This design comes from an exercise in tuning for small area on the open sky130 flow, not from production work.
RTL that was checked went through simulation tests only; none was proved equivalent to the original.
Power figures rest on the tool's default switching activity, not on a simulated workload. The clock port is modelled as an ideal driver; clocking choices that lean on that would not hold on a real chip.

==> inputs of job 8499 <==
==> flow/design.v <==
module reg_scoreboard
#(
    parameter int ADDR_W = 5
)(
    input  logic                    clk,
    input  logic                    rst_n,
    input  logic                    i_armed,
    input  logic [(1<<ADDR_W)-1:0]  i_commit_sel,
    input  logic [(1<<ADDR_W)-1:0]  i_keep,
    input  logic                    i_issue_en,
    input  logic [ADDR_W-1:0]       i_issue_addr,
    output logic [(1<<ADDR_W)-1:0]  o_busy,
    output logic                    o_issue_ready,
    output logic [ADDR_W:0]         o_pend_cnt
);
    localparam int DEPTH = 1 << ADDR_W;
    logic [DEPTH-1:1] r_busy;
    logic [ADDR_W:0]  r_pend_cnt;
    logic [DEPTH-1:1] w_isel;
    logic             w_busy_iss;
    logic             w_busy_wr;
    logic             w_same;
    logic             w_issue_acc;
    logic             w_set;
    logic             w_clr;
    always_comb
        for (int i = 1; i < DEPTH; i++)
            w_isel[i] = i_armed && (i_issue_addr == i);
    assign w_busy_iss  = |(w_isel & r_busy);
    assign w_busy_wr   = |(i_commit_sel[DEPTH-1:1] & r_busy);
    assign w_same      = |(w_isel & i_commit_sel[DEPTH-1:1]);
    assign w_issue_acc = i_issue_en && (|w_isel) && (!w_busy_iss || w_same);
    assign w_set       = w_issue_acc && !w_busy_iss;
    assign w_clr       = w_busy_wr && !(w_issue_acc && w_same);
    for (genvar i = 1; i < DEPTH; i++) begin : g_busy
        always_ff @(posedge clk)
            r_busy[i] <= (r_busy[i] && i_keep[i]) || (w_issue_acc && w_isel[i]);
    end
    always_ff @(posedge clk or negedge rst_n) begin
        if (!rst_n)
            r_pend_cnt <= '0;
        else if (w_set != w_clr)
            r_pend_cnt <= w_set ? r_pend_cnt + 1'b1 : r_pend_cnt - 1'b1;
    end
    assign o_busy        = {r_busy, 1'b0};
    assign o_issue_ready = !w_busy_iss;
    assign o_pend_cnt    = r_pend_cnt;
endmodule
module reg_file_sb
#(
    parameter int DATA_W = 32,
    parameter int ADDR_W = 5
)(
    input  logic              CLK,
    input  logic              RESETN,
    input  logic [ADDR_W-1:0] RD1_ADDR,
    input  logic [ADDR_W-1:0] RD2_ADDR,
    output logic [DATA_W-1:0] RD1_DATA,
    output logic [DATA_W-1:0] RD2_DATA,
    output logic              RD1_BUSY,
    output logic              RD2_BUSY,
    input  logic              WR_EN,
    input  logic              WR_VALID,
    input  logic [ADDR_W-1:0] WR_ADDR,
    input  logic [DATA_W-1:0] WR_DATA,
    input  logic              ISSUE_EN,
    input  logic [ADDR_W-1:0] ISSUE_ADDR,
    output logic              ISSUE_READY,
    output logic [ADDR_W:0]   PEND_CNT
);
    localparam int DEPTH = 1 << ADDR_W;
    logic [DATA_W-1:0] w_q [DEPTH];
    logic              r_armed;
    logic              w_commit;
    logic [DEPTH-1:0]  w_wsel;
    logic [DEPTH-1:0]  w_keep;
    logic [DEPTH-1:0]  w_sel1, w_sel2;
    logic [DEPTH-1:0]  w_busy;
    assign w_commit = r_armed && WR_EN && WR_VALID && (WR_ADDR != '0);
    always_ff @(posedge CLK or negedge RESETN) begin
        if (!RESETN)
            r_armed <= 1'b0;
        else
            r_armed <= 1'b1;
    end
    always_comb begin
        w_wsel[0] = 1'b0;
        w_keep[0] = 1'b0;
        w_sel1[0] = 1'b0;
        w_sel2[0] = 1'b0;
        for (int i = 1; i < DEPTH; i++) begin
            w_wsel[i] = w_commit && (WR_ADDR == i);
            w_keep[i] = r_armed && !w_wsel[i];
            w_sel1[i] = w_keep[i] && (RD1_ADDR == i);
            w_sel2[i] = w_keep[i] && (RD2_ADDR == i);
            w_sel1[0] = w_sel1[0] || (w_wsel[i] && (RD1_ADDR == i));
            w_sel2[0] = w_sel2[0] || (w_wsel[i] && (RD2_ADDR == i));
        end
    end
    for (genvar i = 1; i < DEPTH; i++) begin : g_row
        reg_file_row #(.W(DATA_W)) u_row (
            .clk   (CLK),
            .i_wr  (w_wsel[i]),
            .i_keep(w_keep[i]),
            .i_d   (WR_DATA),
            .o_q   (w_q[i])
        );
    end
    reg_scoreboard #(.ADDR_W(ADDR_W)) u_sb (
        .clk           (CLK),
        .rst_n         (RESETN),
        .i_armed       (r_armed),
        .i_commit_sel  (w_wsel),
        .i_keep        (w_keep),
        .i_issue_en    (ISSUE_EN),
        .i_issue_addr  (ISSUE_ADDR),
        .o_busy        (w_busy),
        .o_issue_ready (ISSUE_READY),
        .o_pend_cnt    (PEND_CNT)
    );
    assign RD1_BUSY = |(w_sel1 & w_busy);
    assign RD2_BUSY = |(w_sel2 & w_busy);
    assign w_q[0] = WR_DATA;
    for (genvar b = 0; b < DATA_W; b++) begin : g_rd
        logic [DEPTH-1:0] w_col;
        for (genvar i = 0; i < DEPTH; i++) begin : g_col
            assign w_col[i] = w_q[i][b];
        end
        reg_file_rdbit u_rd1 (.i_sel(w_sel1), .i_d(w_col), .o_d(RD1_DATA[b]));
        reg_file_rdbit u_rd2 (.i_sel(w_sel2), .i_d(w_col), .o_d(RD2_DATA[b]));
    end
endmodule
module reg_file_row
#(
    parameter int W = 32
)(
    input  logic         clk,
    input  logic         i_wr,
    input  logic         i_keep,
    input  logic [W-1:0] i_d,
    output logic [W-1:0] o_q
);
    always_ff @(posedge clk)
        o_q <= ({W{i_wr}} & i_d) | ({W{i_keep}} & o_q);
endmodule
module reg_file_rdbit (
    input  logic [31:0] i_sel,
    input  logic [31:0] i_d,
    output logic        o_d
);
    logic [10:0] w_n;
    logic [2:0]  w_p;
    for (genvar k = 0; k < 10; k++) begin : g_aoi
        reg_file_aoi222 u_aoi (.a(i_sel[3*k+2:3*k]), .b(i_d[3*k+2:3*k]), .y(w_n[k]));
    end
    reg_file_aoi22  u_aoi22 (.a(i_sel[31:30]), .b(i_d[31:30]), .y(w_n[10]));
    reg_file_nand4  u_n0 (.a(w_n[3:0]), .y(w_p[0]));
    reg_file_nand4  u_n1 (.a(w_n[7:4]), .y(w_p[1]));
    reg_file_nand3  u_n2 (.a(w_n[10:8]), .y(w_p[2]));
    reg_file_or3    u_o  (.a(w_p), .y(o_d));
endmodule
module reg_file_aoi222 (input logic [2:0] a, input logic [2:0] b, output logic y);
    assign y = !(|(a & b));
endmodule
module reg_file_aoi22 (input logic [1:0] a, input logic [1:0] b, output logic y);
    assign y = !(|(a & b));
endmodule
module reg_file_nand4 (input logic [3:0] a, output logic y);
    assign y = !(&a);
endmodule
module reg_file_nand3 (input logic [2:0] a, output logic y);
    assign y = !(&a);
endmodule
module reg_file_or3 (input logic [2:0] a, output logic y);
    assign y = |a;
endmodule
==> flow/run.sh <==
#!/bin/bash
# synth_recipe.tcl (not shown) runs the flow's synth.tcl, then flattens the netlist and writes it again
# the make line also repeats each setting of config.mk as NAME=value (left out here)
make -C /OpenROAD-flow-scripts/flow DESIGN_CONFIG=/design/flow/config.mk WORK_HOME=/design/flow/orfs CLKGATE_MAP_FILE= SYNTH_SCRIPT=/design/flow/synth_recipe.tcl finish
==> flow/config.mk <==
export PLATFORM = sky130hd
export DESIGN_NAME = reg_file_sb
export DESIGN_NICKNAME = reg_file_sb
export VERILOG_FILES = /design/flow/design.v
export SDC_FILE = /design/flow/constraint.sdc
export NUM_CORES = 4
export LEC_CHECK = 0
export CAP_MARGIN = 20
export CORE_MARGIN = 2
export CORE_UTILIZATION = 55
export CTS_BUF_LIST = sky130_fd_sc_hd__clkbuf_4
export SLEW_MARGIN = 20
export SYNTH_HIERARCHICAL = 1
==> flow/constraint.sdc <==
create_clock -name core_clock -period 7.0 [get_ports {CLK}]
set_input_delay 1.4000 -clock core_clock [delete_from_list [all_inputs] [get_ports {CLK}]]
set_output_delay 1.4000 -clock core_clock [all_outputs]
set_load 0.01 [all_outputs]
==> job 6973 (differences from job 8499) <==
==> flow/design.v, changed modules only <==
module reg_scoreboard
#(
    parameter int ADDR_W = 5
)(
    input  logic                    clk,
    input  logic                    rst_n,
    input  logic                    i_armed,
    input  logic                    i_commit,
    input  logic [ADDR_W-1:0]       i_commit_addr,
    input  logic [(1<<ADDR_W)-1:1]  i_commit_sel,
    input  logic [(1<<ADDR_W)-1:1]  i_keep,
    input  logic                    i_issue_en,
    input  logic [ADDR_W-1:0]       i_issue_addr,
    output logic [(1<<ADDR_W)-1:1]  o_busy,
    output logic                    o_issue_ready,
    output logic [ADDR_W:0]         o_pend_cnt
);
    localparam int DEPTH = 1 << ADDR_W;
    logic [DEPTH-1:1] w_isel;
    logic             w_busy_iss;
    logic             w_busy_wr;
    logic             w_same;
    logic             w_issue_acc;
    logic             w_set;
    logic             w_clr;
    logic [ADDR_W:0]  r_pend_cnt;
    reg_file_dec  u_idec (.i_addr(i_issue_addr), .i_en(i_armed), .o_sel(w_isel));
    reg_file_ao31 u_biss (.i_sel(w_isel), .i_d(o_busy), .o_d(w_busy_iss));
    reg_file_ao31 u_bwr  (.i_sel(i_commit_sel), .i_d(o_busy), .o_d(w_busy_wr));
    assign w_same      = i_commit && (i_commit_addr == i_issue_addr);
    assign w_issue_acc = i_armed && i_issue_en && (i_issue_addr != '0) && (!w_busy_iss || w_same);
    assign w_set       = w_issue_acc && !w_busy_iss;
    assign w_clr       = w_busy_wr && !(w_issue_acc && w_same);
    reg_scoreboard_busy u_busy (.clk(clk), .i_set(w_issue_acc), .i_sel(w_isel), .i_keep(i_keep), .o_busy(o_busy));
    always_ff @(posedge clk or negedge rst_n) begin
        if (!rst_n)
            r_pend_cnt <= '0;
        else if (w_set != w_clr)
            r_pend_cnt <= w_set ? r_pend_cnt + 1'b1 : r_pend_cnt - 1'b1;
    end
    assign o_issue_ready = !w_busy_iss;
    assign o_pend_cnt    = r_pend_cnt;
endmodule
module reg_scoreboard_busy (
    input  logic        clk,
    input  logic        i_set,
    input  logic [31:1] i_sel,
    input  logic [31:1] i_keep,
    output logic [31:1] o_busy
);
    always_ff @(posedge clk)
        o_busy <= (i_sel & {31{i_set}}) | (i_keep & o_busy);
endmodule
module reg_file_sb
#(
    parameter int DATA_W = 32,
    parameter int ADDR_W = 5
)(
    input  logic              CLK,
    input  logic              RESETN,
    input  logic [ADDR_W-1:0] RD1_ADDR,
    input  logic [ADDR_W-1:0] RD2_ADDR,
    output logic [DATA_W-1:0] RD1_DATA,
    output logic [DATA_W-1:0] RD2_DATA,
    output logic              RD1_BUSY,
    output logic              RD2_BUSY,
    input  logic              WR_EN,
    input  logic              WR_VALID,
    input  logic [ADDR_W-1:0] WR_ADDR,
    input  logic [DATA_W-1:0] WR_DATA,
    input  logic              ISSUE_EN,
    input  logic [ADDR_W-1:0] ISSUE_ADDR,
    output logic              ISSUE_READY,
    output logic [ADDR_W:0]   PEND_CNT
);
    localparam int DEPTH = 1 << ADDR_W;
    logic [DATA_W-1:0] w_q [DEPTH];
    logic              r_armed;
    logic              w_commit;
    logic [DEPTH-1:1]  w_wsel;
    logic [DEPTH-1:1]  w_keep;
    logic [DEPTH-1:0]  w_sel1, w_sel2;
    logic [DEPTH-1:1]  w_busy;
    assign w_commit = r_armed && WR_EN && WR_VALID && (WR_ADDR != '0);
    always_ff @(posedge CLK or negedge RESETN) begin
        if (!RESETN)
            r_armed <= 1'b0;
        else
            r_armed <= 1'b1;
    end
    reg_file_dec u_wdec (.i_addr(WR_ADDR), .i_en(w_commit), .o_sel(w_wsel));
    assign w_keep = {(DEPTH-1){r_armed}} & ~w_wsel;
    reg_file_deck u_rdec1 (.i_addr(RD1_ADDR), .i_en(r_armed), .i_kill(w_wsel), .o_sel(w_sel1[DEPTH-1:1]));
    reg_file_deck u_rdec2 (.i_addr(RD2_ADDR), .i_en(r_armed), .i_kill(w_wsel), .o_sel(w_sel2[DEPTH-1:1]));
    assign w_sel1[0] = w_commit && (WR_ADDR == RD1_ADDR);
    assign w_sel2[0] = w_commit && (WR_ADDR == RD2_ADDR);
    for (genvar i = 1; i < DEPTH; i++) begin : g_row
        reg_file_row #(.W(DATA_W)) u_row (
            .clk   (CLK),
            .i_wr  (w_wsel[i]),
            .i_keep(w_keep[i]),
            .i_d   (WR_DATA),
            .o_q   (w_q[i])
        );
    end
    reg_scoreboard #(.ADDR_W(ADDR_W)) u_sb (
        .clk           (CLK),
        .rst_n         (RESETN),
        .i_armed       (r_armed),
        .i_commit      (w_commit),
        .i_commit_addr (WR_ADDR),
        .i_commit_sel  (w_wsel),
        .i_keep        (w_keep),
        .i_issue_en    (ISSUE_EN),
        .i_issue_addr  (ISSUE_ADDR),
        .o_busy        (w_busy),
        .o_issue_ready (ISSUE_READY),
        .o_pend_cnt    (PEND_CNT)
    );
    reg_file_ao31 u_rb1 (.i_sel(w_sel1[DEPTH-1:1]), .i_d(w_busy), .o_d(RD1_BUSY));
    reg_file_ao31 u_rb2 (.i_sel(w_sel2[DEPTH-1:1]), .i_d(w_busy), .o_d(RD2_BUSY));
    assign w_q[0] = WR_DATA;
    for (genvar b = 0; b < DATA_W; b++) begin : g_rd
        logic [DEPTH-1:0] w_col;
        for (genvar i = 0; i < DEPTH; i++) begin : g_col
            assign w_col[i] = w_q[i][b];
        end
        reg_file_rdbit u_rd1 (.i_sel(w_sel1), .i_d(w_col), .o_d(RD1_DATA[b]));
        reg_file_rdbit u_rd2 (.i_sel(w_sel2), .i_d(w_col), .o_d(RD2_DATA[b]));
    end
endmodule
module reg_file_dec (
    input  logic [4:0]  i_addr,
    input  logic        i_en,
    output logic [31:1] o_sel
);
    always_comb
        for (int i = 1; i < 32; i++)
            o_sel[i] = i_en && (i_addr == i);
endmodule
module reg_file_deck (
    input  logic [4:0]  i_addr,
    input  logic        i_en,
    input  logic [31:1] i_kill,
    output logic [31:1] o_sel
);
    always_comb
        for (int i = 1; i < 32; i++)
            o_sel[i] = i_en && (i_addr == i) && !i_kill[i];
endmodule
module reg_file_rdbit (
    input  logic [31:0] i_sel,
    input  logic [31:0] i_d,
    output logic        o_d
);
    logic [11:0] w_n;
    logic [2:0]  w_p;
    for (genvar k = 0; k < 10; k++) begin : g_aoi
        reg_file_aoi222 u_aoi (.a(i_sel[3*k+2:3*k]), .b(i_d[3*k+2:3*k]), .y(w_n[k]));
    end
    reg_file_nand2  u_a30 (.a(i_sel[30]), .b(i_d[30]), .y(w_n[10]));
    reg_file_nand2  u_a31 (.a(i_sel[31]), .b(i_d[31]), .y(w_n[11]));
    reg_file_nand4  u_n0 (.a(w_n[3:0]), .y(w_p[0]));
    reg_file_nand4  u_n1 (.a(w_n[7:4]), .y(w_p[1]));
    reg_file_nand4  u_n2 (.a(w_n[11:8]), .y(w_p[2]));
    reg_file_or3    u_o  (.a(w_p), .y(o_d));
endmodule
module reg_file_ao31 (
    input  logic [31:1] i_sel,
    input  logic [31:1] i_d,
    output logic        o_d
);
    logic [10:0] w_n;
    logic [2:0]  w_p;
    for (genvar k = 0; k < 10; k++) begin : g_aoi
        reg_file_aoi222 u_aoi (.a(i_sel[3*k+3:3*k+1]), .b(i_d[3*k+3:3*k+1]), .y(w_n[k]));
    end
    reg_file_nand2  u_a31 (.a(i_sel[31]), .b(i_d[31]), .y(w_n[10]));
    reg_file_nand4  u_n0 (.a(w_n[3:0]), .y(w_p[0]));
    reg_file_nand4  u_n1 (.a(w_n[7:4]), .y(w_p[1]));
    reg_file_nand3  u_n2 (.a(w_n[10:8]), .y(w_p[2]));
    reg_file_or3    u_o  (.a(w_p), .y(o_d));
endmodule
module reg_file_nand2 (input logic a, input logic b, output logic y);
    assign y = !(a && b);
endmodule
// module reg_file_aoi22 removed
==> flow/flow/run.sh (new file) <==
#!/bin/bash
# The standard ORFS layout with two changes: the ports get buf_2 buffers instead of the
# default delay-cell buffers, and clock tree synthesis uses clkbuf_16 with larger sink
# clusters and no dummy loads. Synthesis is the standard one, run unchanged.
set -euo pipefail
bash standard.sh synth > synth.log 2>&1
bash standard.sh \
  "BUFFER_PORTS_ARGS=-buffer_cell sky130_fd_sc_hd__buf_2" \
  "CTS_ARGS=-sink_clustering_enable -repair_clock_nets -dont_use_dummy_load -buf_list sky130_fd_sc_hd__clkbuf_16 -sink_clustering_size 30 -sink_clustering_max_diameter 100" \
  finish > layout.log 2>&1
==> flow/standard.sh (new file) <==
#!/bin/bash
# synth_recipe.tcl (not shown) runs the flow's synth.tcl, then flattens the netlist and writes it again
# the make line also repeats each setting of config.mk as NAME=value (left out here)
make -C /OpenROAD-flow-scripts/flow DESIGN_CONFIG=/design/flow/config.mk WORK_HOME=/design/flow/orfs CLKGATE_MAP_FILE= SYNTH_SCRIPT=/design/flow/synth_recipe.tcl "${@:-finish}"
CTS_BUF_LIST = unset   (was sky130_fd_sc_hd__clkbuf_4)
removed: flow/run.sh
==> run notes <==
register share of the cell area=45.0%; comb_multi_in=2,369; min Tclk post-route=6870 ps; Seq pwr share=61.7%; Least-Margin Pin Slew=1340 ps; status=complete, no violations; total power=9630 uW; chip height=282 um
The numbers above come from job 6973.

==> run notes <==
Layout Check Fails=setup timing; PnR worst setup slack=-105 ps; total power=12,400 uW; endpoints failing setup=5; comb_multi_in=2,511; status=failed layout checks; register share of the cell area=39.3%; Seq pwr share=48.2%
The numbers above come from job 8499.

The RTL of job 8499 was laid out without a check of its function.

separate check: timing with driven ports:
How much do the figures lean on ideal ports? The routed layouts below were timed once more, with nothing changed but the port constraints. Step 1, drivers: a clkbuf_16 drives CLK and a buf_2 each remaining input, both assumed. Step 2 moves the port delays by t, midway between the first and last clock arrival at a register: inputs arrive t later, outputs are due t later. That takes back most of the time a late clock gives input paths. Three values: no drivers, after step 1, after step 2; two values: the first two.
run | t, ns | setup WS [ns] | worst setup path at the end | worst register clock-pin slew, ns | cell pins on the clock port's net
job 8499 | 1.315 | -0.105 / -0.178 / -0.082 | input to output | 0.08 / 0.08 | 1
job 6973 | 0.701 | 0.132 / 0.066 / 0.066 | input to output | 0.12 / 0.12 | 1
The setup slack of job 6973, which loses most, moves by -0.066 ns with the drivers and by -0.066 ns with both steps.
